Context: an optimization exercise on an open-source flow, tuned for small area. The choices shown serve that exercise and are no tape-out recipe.
Where RTL was checked, it was by simulation tests only, not by an equivalence proof against the original.
The flow treats the clock pin as an ideal source, which a real chip does not have.
Power figures rest on the tool's default switching activity, not on a simulated workload.

## v41
// conv_acc
module conv_acc
(
    input  logic        clk,
    input  logic        arst_n,
    input  logic        wb_cyc,
    input  logic        wb_stb,
    input  logic        wb_we,
    input  logic [1:0]  wb_adr,
    input  logic [31:0] wb_dat_i,
    output logic        wb_ack,
    output logic [31:0] wb_dat_o
);
clock: 7.0 ns
lec_check: 0
cap_margin: 20
core_margin: 2
core_utilization: 40
slew_margin: 20
run.sh (not shown) runs the stock make flow with config.mk's settings and CLKGATE_MAP_FILE= SYNTH_SCRIPT=/design/flow/synth_recipe.tcl, a recipe that flattens the netlist after the stock synthesis.
Per the final summary, v41 finished and its layout is clean on timing, DRC and antenna.
Relative to v41, the following input files were edited for v50:
Settings: setting CTS_CLUSTER_DIAMETER to 40 for the first time; setting CTS_CLUSTER_SIZE to 12 for the first time; setting CTS_BUF_LIST to sky130_fd_sc_hd__clkbuf_4 for the first time.
==> flow/flow/run.sh (new file) <==
#!/bin/bash
# The standard layout (standard.sh) with these changes:
#  - synthesis maps adders without the Kogge-Stone carry map and skips the
#    early ABC pass inside yosys synth, so the explicit adder tree is
#    extracted into full/half adder cells as written;
#  - the final ABC mapping uses an area-oriented script (flow/area.abc);
#  - ports are buffered with the smallest buffer instead of a delay buffer.
# make's full output is in flow.log, each step's in orfs/logs.
set -uo pipefail
here=$PWD
export SYNTH_OPERATIONS_ARGS="-noabc"
export BUFFER_PORTS_ARGS="-buffer_cell sky130_fd_sc_hd__buf_1"
export FLOW_SYNTH_TCL=$here/synth_recipe.tcl
export MY_ABC_SCRIPT=$here/flow/area.abc
sed "s#SYNTH_SCRIPT=[^ ]*#SYNTH_SCRIPT=$here/flow/my_synth.tcl#" standard.sh > my_standard.sh
bash my_standard.sh > flow.log 2>&1
==> flow/flow/area.abc (new file) <==
&get -n
&st
&dch
&nf -R 1000
&put
==> flow/flow/my_synth.tcl (new file) <==
# Wraps the standard flow's synthesis script; only the final ABC mapping script changes
# (area-oriented &dch/&nf mapping of the combinational logic). Registers,
# their names and cell types are left exactly as the standard synthesis.
proc abc {args} {
  set i [lsearch -exact $args -script]
  if {$i >= 0} { lset args [expr {$i + 1}] $::env(MY_ABC_SCRIPT) }
  yosys abc {*}$args
}
source $::env(FLOW_SYNTH_TCL)
==> flow/standard.sh (new file) <==
#!/bin/bash
# synth_recipe.tcl (not shown) runs the flow's synth.tcl, then flattens the netlist and writes it again
# the make line also repeats each setting of config.mk as NAME=value (left out here)
make -C /OpenROAD-flow-scripts/flow DESIGN_CONFIG=/design/flow/config.mk WORK_HOME=/design/flow/orfs CLKGATE_MAP_FILE= SYNTH_SCRIPT=/design/flow/synth_recipe.tcl "${@:-finish}"
removed: flow/run.sh
Results
Result for v50 and v41: all clean. Taking v41 over v50, the final non-filler cell area ratio works out to 1.13. When v50 is set beside v41, its area growth from synthesis to layout turns out to be 4.1 points smaller. Compared with v41, in v50 worst setup slack went up 0.23 ns, multiplexer share of the synthesized area went down 4.7 points, vias per cell went down about 1.5%, sum of internal, switching and leakage power went down 25%, die area went down about 8%. Min proportion of power drawn by the clock network across v50 and v41: v50.
Setup changes, v50 to v55
Settings: CTS_CLUSTER_DIAMETER now 50, was 40; CTS_CLUSTER_SIZE now 20, was 12; CTS_BUF_LIST now sky130_fd_sc_hd__clkbuf_8, was sky130_fd_sc_hd__clkbuf_4.
==> flow/flow/run.sh <==
#!/bin/bash
set -uo pipefail
export SYNTH_OPERATIONS_ARGS="-noabc"
export BUFFER_PORTS_ARGS="-buffer_cell sky130_fd_sc_hd__buf_1"
bash standard.sh > flow.log 2>&1
removed: flow/flow/area.abc
removed: flow/flow/my_synth.tcl
Notes after the runs:
Per the comparison of v55 with v50, clock share of power decreased 0.9 points, share of the clock period used by the worst path after layout went up, die footprint higher.
v55 went all the way through the flow, and no timing, DRC or antenna check failed.
v50 closes out successfully: all stages finished, all timing, DRC and antenna checks passed.
Relative to v55, the following input files were edited for v2:
Settings: CTS_CLUSTER_SIZE: 20 -> 14.
[summary]
- Proportion of cell area occupied by multi-input gates | v2 above v55
- Any difference in number of sinks driven by the clock tree between v2 and v55 is small enough to ignore.
- Worst hold slack essentially unchanged between v55 and v2.
- Diff v2..v55 | synthesized area per cell | unchanged

Setup of JK:
conv_acc, a different RTL version from the one above (not shown whole).
Size: ~730 cells after synthesis, about 12000 sq um of cells after synthesis.
export LEC_CHECK = 0
export CAP_MARGIN = 20
export CORE_MARGIN = 2
export CORE_UTILIZATION = 70
export SLEW_MARGIN = 20
create_clock -name core_clock -period 7.0 [get_ports {clk}]
standard.sh (not shown) runs the stock make flow with config.mk's settings and CLKGATE_MAP_FILE= SYNTH_SCRIPT=/design/flow/synth_recipe.tcl, a recipe that flattens the netlist after the stock synthesis.
==> flow/flow/run.sh <==
#!/bin/bash
# The standard layout (standard.sh) with these changes:
#  - synthesis maps adders without the Kogge-Stone carry map and skips the
#    early ABC pass inside yosys synth, so the explicit adder tree is
#    extracted into full/half adder cells as written;
#  - the final ABC mapping uses an area-oriented script (flow/area.abc);
#  - ports are buffered with the smallest buffer instead of a delay buffer;
#  - clock tree: small clock buffers, small sink clusters, no dummy loads;
#  - the constant-zero outputs share one tie cell (from synthesis) instead of one each.
# make's full output is in flow.log, each step's in orfs/logs.
set -uo pipefail
here=$PWD
export SYNTH_OPERATIONS_ARGS="-noabc"
export BUFFER_PORTS_ARGS="-buffer_cell sky130_fd_sc_hd__buf_1"
export FLOW_SYNTH_TCL=$here/synth_recipe.tcl
export MY_ABC_SCRIPT=$here/flow/area.abc
export SKIP_REPAIR_TIE_FANOUT=1
export CTS_ARGS="-sink_clustering_enable -repair_clock_nets -dont_use_dummy_load -buf_list sky130_fd_sc_hd__clkbuf_4 -sink_clustering_size 10 -sink_clustering_max_diameter 35"
sed "s#SYNTH_SCRIPT=[^ ]*#SYNTH_SCRIPT=$here/flow/my_synth.tcl#" standard.sh > my_standard.sh
bash my_standard.sh > flow.log 2>&1
==> flow/flow/area.abc <==
&get -n
&st
&dch
&nf -R 1000
&put
==> flow/flow/my_synth.tcl <==
# Wraps the standard flow's synthesis script; only the final ABC mapping script changes
# (area-oriented &dch/&nf mapping of the combinational logic). Registers,
# their names and cell types are left exactly as the standard synthesis.
proc abc {args} {
  set i [lsearch -exact $args -script]
  if {$i >= 0} { lset args [expr {$i + 1}] $::env(MY_ABC_SCRIPT) }
  yosys abc {*}$args
}
source $::env(FLOW_SYNTH_TCL)
JK: full flow OK, the timing, DRC and antenna checks passed
Modified inputs, MS compared to JK
- swapping 70 for 40 in CORE_UTILIZATION
==> flow/flow/run.sh <==
#!/bin/bash
# The standard layout (standard.sh) with these changes:
#  - synthesis maps adders without the Kogge-Stone carry map and skips the
#    early ABC pass inside yosys synth, so the explicit adder tree is
#    extracted into full/half adder cells as written;
#  - the final ABC mapping uses an area-oriented script (flow/area.abc);
#  - ports are buffered with the smallest buffer instead of a delay buffer;
#  - clock tree: small clock buffers, small sink clusters, no dummy loads.
# make's full output is in flow.log, each step's in orfs/logs.
set -uo pipefail
here=$PWD
export SYNTH_OPERATIONS_ARGS="-noabc"
export BUFFER_PORTS_ARGS="-buffer_cell sky130_fd_sc_hd__buf_1"
export FLOW_SYNTH_TCL=$here/synth_recipe.tcl
export MY_ABC_SCRIPT=$here/flow/area.abc
export CTS_ARGS="-sink_clustering_enable -repair_clock_nets -dont_use_dummy_load -buf_list sky130_fd_sc_hd__clkbuf_4 -sink_clustering_size 12 -sink_clustering_max_diameter 40"
sed "s#SYNTH_SCRIPT=[^ ]*#SYNTH_SCRIPT=$here/flow/my_synth.tcl#" standard.sh > my_standard.sh
bash my_standard.sh > flow.log 2>&1
[summary]
In MS, the worst setup slack after layout came out 68 ps above the value in JK. JK -> MS: total number of vias decreased by a few percent. For the power density over the cells, MS came in 5.6% lower than JK did. Clock tree cell share of total cell area across JK and MS: no real change. Origin of the worst setup path = pop_d[1]: JK; origin of the worst setup path = wb_dat_i[1]: MS.
Function was not checked in any run of this note: the RTL went through the layout flow alone.

Another version of the RTL of conv_acc (not shown whole).
For scale: ~280 flip-flops, ~72 I/O pins, about 12000 um^2 of cells after synthesis.
Design conv_acc, start of the top module:
module conv_acc
(
    input  logic        clk,
    input  logic        arst_n,
    input  logic        wb_cyc,
    input  logic        wb_stb,
    input  logic        wb_we,
    input  logic [1:0]  wb_adr,
    input  logic [31:0] wb_dat_i,
    output logic        wb_ack,
    output logic [31:0] wb_dat_o
);
    logic        ack;
    logic        access;
    logic        wr_operand;
    logic        rd_result;
    logic        wr_clear;
    logic        push;
    logic        pop;
    logic        res_pop;
    logic        op_full;
    logic        op_empty_bus;
    logic        op_empty_pe;
    logic        res_empty;
    logic [3:0]  bus_lvl;
    logic [3:0]  credit;
    logic [1:0]  push_d;
    logic [4:0]  pop_d;
    logic [1:0]  rpop_d;
    logic [1:0]  pop_2;
    logic        push_2;
    logic        rpop_2;
    logic [2:0]  pe_lag;
    logic [2:0]  res_lag;
    logic        overflow;
    logic        underflow;
    logic        stat_q;
    logic        hit_q;
    logic [3:0]  count;
    logic [15:0] mem [16];
    logic [15:0] sel;
    logic [15:0] rdata;
    logic [15:0] result;
    assign access     = wb_cyc && wb_stb && !ack;
    assign wr_operand = access && wb_we && (wb_adr == 2'd0);
  ...
==> flow/config.mk <==
export PLATFORM = sky130hd
export DESIGN_NAME = conv_acc
export DESIGN_NICKNAME = conv_acc
export VERILOG_FILES = /design/flow/design.v
export SDC_FILE = /design/flow/constraint.sdc
export NUM_CORES = 4
export LEC_CHECK = 0
export CAP_MARGIN = 20
export CORE_MARGIN = 2
export CORE_UTILIZATION = 88
export SLEW_MARGIN = 20
==> flow/constraint.sdc <==
create_clock -name core_clock -period 7.0 [get_ports {clk}]
set_input_delay 1.4000 -clock core_clock [delete_from_list [all_inputs] [get_ports {clk}]]
set_output_delay 1.4000 -clock core_clock [all_outputs]
set_load 0.01 [all_outputs]
==> flow/flow/run.sh <==
#!/bin/bash
# The standard layout (standard.sh) with these changes:
#  - synthesis maps adders without the Kogge-Stone carry map and skips the
#    early ABC pass inside yosys synth, so the explicit adder tree is
#    extracted into full/half adder cells as written;
#  - the final ABC mapping uses an area-oriented script (flow/area.abc);
#  - ports are buffered with the smallest buffer instead of a delay buffer;
#  - clock tree: small clock buffers, small sink clusters, no dummy loads;
#  - the constant-zero outputs share one tie cell (from synthesis) instead of one each;
#  - no setup repair at floorplan (ideal clocks there), later stages still repair.
# make's full output is in flow.log, each step's in orfs/logs.
set -uo pipefail
here=$PWD
export SYNTH_OPERATIONS_ARGS="-noabc"
export BUFFER_PORTS_ARGS="-buffer_cell sky130_fd_sc_hd__buf_1"
export FLOW_SYNTH_TCL=$here/synth_recipe.tcl
export MY_ABC_SCRIPT=$here/flow/area.abc
export SKIP_REPAIR_TIE_FANOUT=1
export REMOVE_ABC_BUFFERS=1
export CTS_ARGS="-sink_clustering_enable -repair_clock_nets -dont_use_dummy_load -buf_list sky130_fd_sc_hd__clkbuf_4 -sink_clustering_size 10 -sink_clustering_max_diameter 35"
sed "s#SYNTH_SCRIPT=[^ ]*#SYNTH_SCRIPT=$here/flow/my_synth.tcl#" standard.sh > my_standard.sh
bash my_standard.sh > flow.log 2>&1
Scripts as last shown in full above: flow/flow/area.abc, flow/flow/my_synth.tcl
The starting point never finished: it broke off in clock tree synthesis.
Then changed:
CORE_UTILIZATION = 70   (was 88)
TNS_END_PERCENT = 0   (was not set)
- With this change the flow went through all stages and came out clean
- area after synthesis stays the same
- synthesized cell count does not change
Then changed:
TNS_END_PERCENT = 20   (was 0)
What happened: Combinational power stays flat; via count is unchanged; maximum frequency does not change; worst hold slack is unchanged; area after synthesis does not change; routed wire length is unchanged; register-to-register slack stays flat; die area does not change; final cell count stays the same.
Then changed:
CORE_UTILIZATION = 80   (was 70)
TNS_END_PERCENT = not set   (was 20)
Non-clock buffer count came out higher by 5; wire length came out higher by 12%; die area came out lower by 12%.
Then changed:
CORE_UTILIZATION = 70   (was 80)
Synthesized cell count stays the same. Worst hold slack improved by 0.032 ns. Total power decreases by 2.6%. Utilization decreases by 11 points. Combinational power decreases by about 7%. Final cell count increases by 3.2%. Non-clock buffer count decreases by 5.

conv_acc, a different RTL version from the one above (not shown whole).
For scale: roughly 740 cells after synthesis, roughly 280 flip-flops, about 12000 µm² of cells after synthesis.
export LEC_CHECK = 0
export CAP_MARGIN = 20
export CORE_MARGIN = 2
export CORE_UTILIZATION = 40
export SLEW_MARGIN = 20
create_clock -name core_clock -period 7.0 [get_ports {clk}]
==> flow/flow/run.sh <==
#!/bin/bash
# The standard layout (standard.sh) with these changes:
#  - synthesis maps adders without the Kogge-Stone carry map and skips the
#    early ABC pass inside yosys synth, so the explicit adder tree is
#    extracted into full/half adder cells as written;
#  - the final ABC mapping uses an area-oriented script (flow/area.abc);
#  - ports are buffered with the smallest buffer instead of a delay buffer;
#  - clock tree: small clock buffers, small sink clusters, no dummy loads.
# make's full output is in flow.log, each step's in orfs/logs.
set -uo pipefail
here=$PWD
export SYNTH_OPERATIONS_ARGS="-noabc"
export BUFFER_PORTS_ARGS="-buffer_cell sky130_fd_sc_hd__buf_1"
export FLOW_SYNTH_TCL=$here/synth_recipe.tcl
export MY_ABC_SCRIPT=$here/flow/area.abc
export CTS_ARGS="-sink_clustering_enable -repair_clock_nets -dont_use_dummy_load -buf_list {sky130_fd_sc_hd__clkbuf_2 sky130_fd_sc_hd__clkbuf_4} -sink_clustering_size 12 -sink_clustering_max_diameter 40"
sed "s#SYNTH_SCRIPT=[^ ]*#SYNTH_SCRIPT=$here/flow/my_synth.tcl#" standard.sh > my_standard.sh
bash my_standard.sh > flow.log 2>&1
Scripts as last shown in full above: flow/flow/area.abc, flow/flow/my_synth.tcl
Rerun with:
--- a/flow/flow/run.sh
+++ b/flow/flow/run.sh
@@ -15,3 +15,3 @@
 export MY_ABC_SCRIPT=$here/flow/area.abc
-export CTS_ARGS="-sink_clustering_enable -repair_clock_nets -dont_use_dummy_load -buf_list {sky130_fd_sc_hd__clkbuf_2 sky130_fd_sc_hd__clkbuf_4} -sink_clustering_size 12 -sink_clustering_max_diameter 40"
+export CTS_ARGS="-sink_clustering_enable -repair_clock_nets -dont_use_dummy_load -buf_list sky130_fd_sc_hd__clkbuf_4 -sink_clustering_size 12 -sink_clustering_max_diameter 40"
 sed "s#SYNTH_SCRIPT=[^ ]*#SYNTH_SCRIPT=$here/flow/my_synth.tcl#" standard.sh > my_standard.sh
- GPL_TIMING_DRIVEN: unset -> 0
After rerunning: Power shrinks by about 1.2%; register-to-register slack loses 0.03 ns; hold slack barely changes; sequential share of layout area drops by 1.3 points; worst setup slack loses 0.13 ns; global-route usage rose by 0.13 points; routed wire length went up by about 0.9%; design area came out higher by 2.2%; cell count came out higher by about 1.8%; non-clock buffer count rises by 29.
Rerun with:
--- a/flow/flow/run.sh
+++ b/flow/flow/run.sh
@@ -6,4 +6,3 @@
 #  - the final ABC mapping uses an area-oriented script (flow/area.abc);
-#  - ports are buffered with the smallest buffer instead of a delay buffer;
-#  - clock tree: small clock buffers, small sink clusters, no dummy loads.
+#  - ports are buffered with the smallest buffer instead of a delay buffer.
 # make's full output is in flow.log, each step's in orfs/logs.
@@ -15,3 +14,2 @@
 export MY_ABC_SCRIPT=$here/flow/area.abc
-export CTS_ARGS="-sink_clustering_enable -repair_clock_nets -dont_use_dummy_load -buf_list sky130_fd_sc_hd__clkbuf_4 -sink_clustering_size 12 -sink_clustering_max_diameter 40"
 sed "s#SYNTH_SCRIPT=[^ ]*#SYNTH_SCRIPT=$here/flow/my_synth.tcl#" standard.sh > my_standard.sh
- CTS_BUF_LIST: unset -> sky130_fd_sc_hd__clkbuf_4
- CTS_CLUSTER_DIAMETER: unset -> 40
- CTS_CLUSTER_SIZE: unset -> 12
- GPL_TIMING_DRIVEN: 0 -> unset
Die area is unchanged.
Flip-flop and latch count stays the same.
Sequential share of layout area barely changes.
Register-to-register slack improved by 0.02 ns.
Rerun with:
- CTS_BUF_LIST: sky130_fd_sc_hd__clkbuf_4 -> sky130_fd_sc_hd__clkbuf_2 sky130_fd_sc_hd__clkbuf_4
The new run produced a clean layout.
Routed wire length stays the same.
Die area does not change.
Combinational power stays flat.
Clock-buffer cell count stays the same.
Critical path depth is unchanged.

## port drivers added, routing unchanged
In the flow no input, the clock included, has a driving cell. The finished layouts below were timed again as built, in two steps.
Step 1 sets driving cells, clkbuf_16 on the clock port and buf_2 on the other inputs (assumed; they add their load-dependent delay and slew).
Step 2 times the ports against the registers' clock, not the clock port: input delays grow and output delays shrink by t, the midpoint of the rising clock arrivals with the driver on.
Slacks: ideal ports / drivers / drivers and shift; pairs: ideal ports / drivers.
run | shift t [ns] | slack for setup (ns) | slew at the worst register clock pin (ns) | worst slew at a driven data input, ns
v41 | 0.581 | 0.874 / 0.826 / 0.824 | 0.07 / 0.07 | 0.04
v50 | 0.667 | 1.106 / 1.118 / 0.451 | 0.12 / 0.12 | 0.04
v55 | 0.612 | 1.061 / 1.017 / 0.862 | 0.11 / 0.11 | 0.05
v2 | 0.609 | 1.052 / 1.009 / 0.856 | 0.09 / 0.09 | 0.05
JK | 0.636 | 0.191 / 0.156 / -0.423 | 0.10 / 0.10 | 0.04
MS | 0.642 | 0.259 / 0.278 / -0.364 | 0.12 / 0.12 | 0.04
the second run of note 3 | 0.617 | 0.188 / 0.200 / -0.417 | 0.10 / 0.10 | 0.04
the third run of note 3 | 0.617 | 0.188 / 0.200 / -0.417 | 0.10 / 0.10 | 0.04
the fourth run of note 3 | 0.627 | 0.182 / 0.151 / -0.424 | 0.11 / 0.11 | 0.04
the fifth run of note 3 | 0.617 | 0.188 / 0.200 / -0.417 | 0.10 / 0.10 | 0.04
the first run of note 4 | 0.644 | 0.337 / 0.350 / -0.294 | 0.12 / 0.12 | 0.04
the second run of note 4 | 0.631 | 0.209 / 0.227 / -0.404 | 0.12 / 0.12 | 0.04
the third run of note 4 | 0.669 | 0.347 / 0.361 / -0.308 | 0.12 / 0.12 | 0.04
the fourth run of note 4 | 0.669 | 0.347 / 0.361 / -0.308 | 0.12 / 0.12 | 0.04
With both steps, setup timing fails in 10 of these runs, where it was met with ideal ports.
